Context: an optimization exercise on an open-source flow, tuned for small area and a short achievable clock period. The choices shown serve that exercise and are no tape-out recipe. The RTL was checked by simulation tests, not by an equivalence proof against the original design. The flow treats the clock pin as an ideal source, which a real chip does not have.

Setup of JK:
Design memAccessTop, start of the top module:
module memAccessTop #(
  parameter int memDepth = memPkg::DEFAULT_DEPTH
) (
  input  logic           clk,
  input  logic           rstN,
  input  memPkg::memOpT  op,
  input  memPkg::dataT   addr,
  input  memPkg::dataT   storeData,
  input  memPkg::regIdxT regIdx,
  output logic           loadValid,
  output memPkg::dataT   loadData,
  output memPkg::regIdxT loadReg
);
Size: ~8,800 cells after synthesis, ~4,400 flip-flops.
Settings: LEC_CHECK=0, CAP_MARGIN=20, CORE_MARGIN=2, CORE_UTILIZATION=76, CTS_CLUSTER_DIAMETER=100, CTS_CLUSTER_SIZE=30, PLACE_DENSITY=0.82, SETUP_SLACK_MARGIN=3.2, SLEW_MARGIN=20, SYNTH_HIERARCHICAL=1, SYNTH_MEMORY_MAX_BITS=16384, SYNTH_MINIMUM_KEEP_SIZE=0; clock period 5.5 ns.
standard.sh (not shown) runs the stock make flow with config.mk's settings and CLKGATE_MAP_FILE= SYNTH_SCRIPT=/design/flow/synth_recipe.tcl, a recipe that flattens the netlist after the stock synthesis.
==> flow/flow/run.sh <==
#!/bin/bash
# The standard flow with two changes after synthesis, which is the
# standard one and runs on its own first:
# - port buffers are plain buffers (buf_4) instead of the delay cells
#   buffer_ports picks by default;
# - clock tree synthesis inserts no dummy loads.
set -euo pipefail
bash standard.sh synth > synth.log 2>&1
bash standard.sh \
  "BUFFER_PORTS_ARGS=-buffer_cell sky130_fd_sc_hd__buf_4" \
  "CTS_ARGS=-sink_clustering_enable -repair_clock_nets -sink_clustering_size 30 -sink_clustering_max_diameter 100 -dont_use_dummy_load" \
  finish > layout.log 2>&1
In summary, JK completed successfully, with a layout that passed the timing, DRC and antenna checks.
### JK -> MS
Settings: CORE_UTILIZATION: 76 -> 72; PLACE_DENSITY: 0.82 -> 0.78.
==> flow/flow/run.sh <==
#!/bin/bash
# The standard flow with three changes after synthesis, which is the
# standard one and runs on its own first:
# - port buffers are plain buffers (buf_4) instead of the delay cells
#   buffer_ports picks by default;
# - before clock tree synthesis, each output port's buffer is moved next
#   to the flip-flop that drives it (flow/outbuf.tcl), so the buffer drives
#   the wire to the pin;
# - clock tree synthesis inserts no dummy loads.
set -euo pipefail
bash standard.sh synth > synth.log 2>&1
bash standard.sh \
  "BUFFER_PORTS_ARGS=-buffer_cell sky130_fd_sc_hd__buf_4" \
  "PRE_CTS_TCL=$PWD/flow/outbuf.tcl" \
  "CTS_ARGS=-sink_clustering_enable -repair_clock_nets -sink_clustering_size 30 -sink_clustering_max_diameter 100 -dont_use_dummy_load" \
  finish > layout.log 2>&1
==> flow/flow/outbuf.tcl (new file) <==
# Move each output port's buffer next to the flip-flop that drives it, so
# the buffer, not the flip-flop, drives the wire to the pin.
set block [ord::get_db_block]
set moved 0
foreach bt [$block getBTerms] {
  if {[$bt getIoType] ne "OUTPUT"} { continue }
  set net [$bt getNet]
  set buf ""
  foreach it [$net getITerms] { if {[$it isOutputSignal]} { set buf [$it getInst] } }
  if {$buf eq ""} { continue }
  set src ""
  foreach it [$buf getITerms] {
    if {[$it isInputSignal]} {
      foreach it2 [[$it getNet] getITerms] { if {[$it2 isOutputSignal]} { set src [$it2 getInst] } }
    }
  }
  if {$src eq ""} { continue }
  set loc [$src getLocation]
  set w [[$src getMaster] getWidth]
  $buf setLocation [expr {[lindex $loc 0] + $w}] [lindex $loc 1]
  $buf setPlacementStatus PLACED
  incr moved
}
puts "outbuf: moved $moved output buffers next to their drivers"
detailed_placement
### Flow results
Every stage of the flow completed for MS, and the final layout passed the timing, DRC and antenna checks. Largest net degree at the start of global routing (MS vs. JK) decreases by more than a quarter. Between MS and JK, it is MS whose first-pass GRT wire length is lower, by about 1.2%. MS reports a higher count of clock buffers in the final design than JK does. Compare MS and JK | total number of vias lower: MS. Comparing MS with JK, the total cell area at the placement stage came out essentially unchanged. There was hardly any difference in multi-input combinational area share between MS and JK. From JK to MS the numbers moved as follows: largest voltage drop on the vdd net moved down; cell area level. Compared to JK, MS was floorplanned on a bigger die. Routed wire length ended up about 2.1% lower on MS than on JK.

==> afterwards: timing with drivers on the ports <==
No port has a modelled driver above. Below, the same layouts with a new extraction and two added sets of constraints. Step 1 sets driving cells, clkbuf_16 on the clock port and buf_2 on the other inputs (assumed; they add their load-dependent delay and slew). Step 2 moves the port delays by t, midway between the first and last clock arrival at a register: inputs arrive t later, outputs are due t later. That takes back most of the time a late clock gives input paths. a / b / c = ideal ports / drivers / drivers and shift; a / b = the first two.
run | shift t [ns] | setup slack, ns | worst setup path after step 2 | worst slew at a driven data input, ns
JK | 0.972 | 2.937 / 2.842 / 1.974 | input to register | 0.22
MS | 0.923 | 3.024 / 2.937 / 2.074 | input to register | 0.19
After both steps every run listed still meets setup and hold. For JK, which loses most, drivers alone change the setup slack by -0.095 ns; drivers and shift together by -0.963 ns.
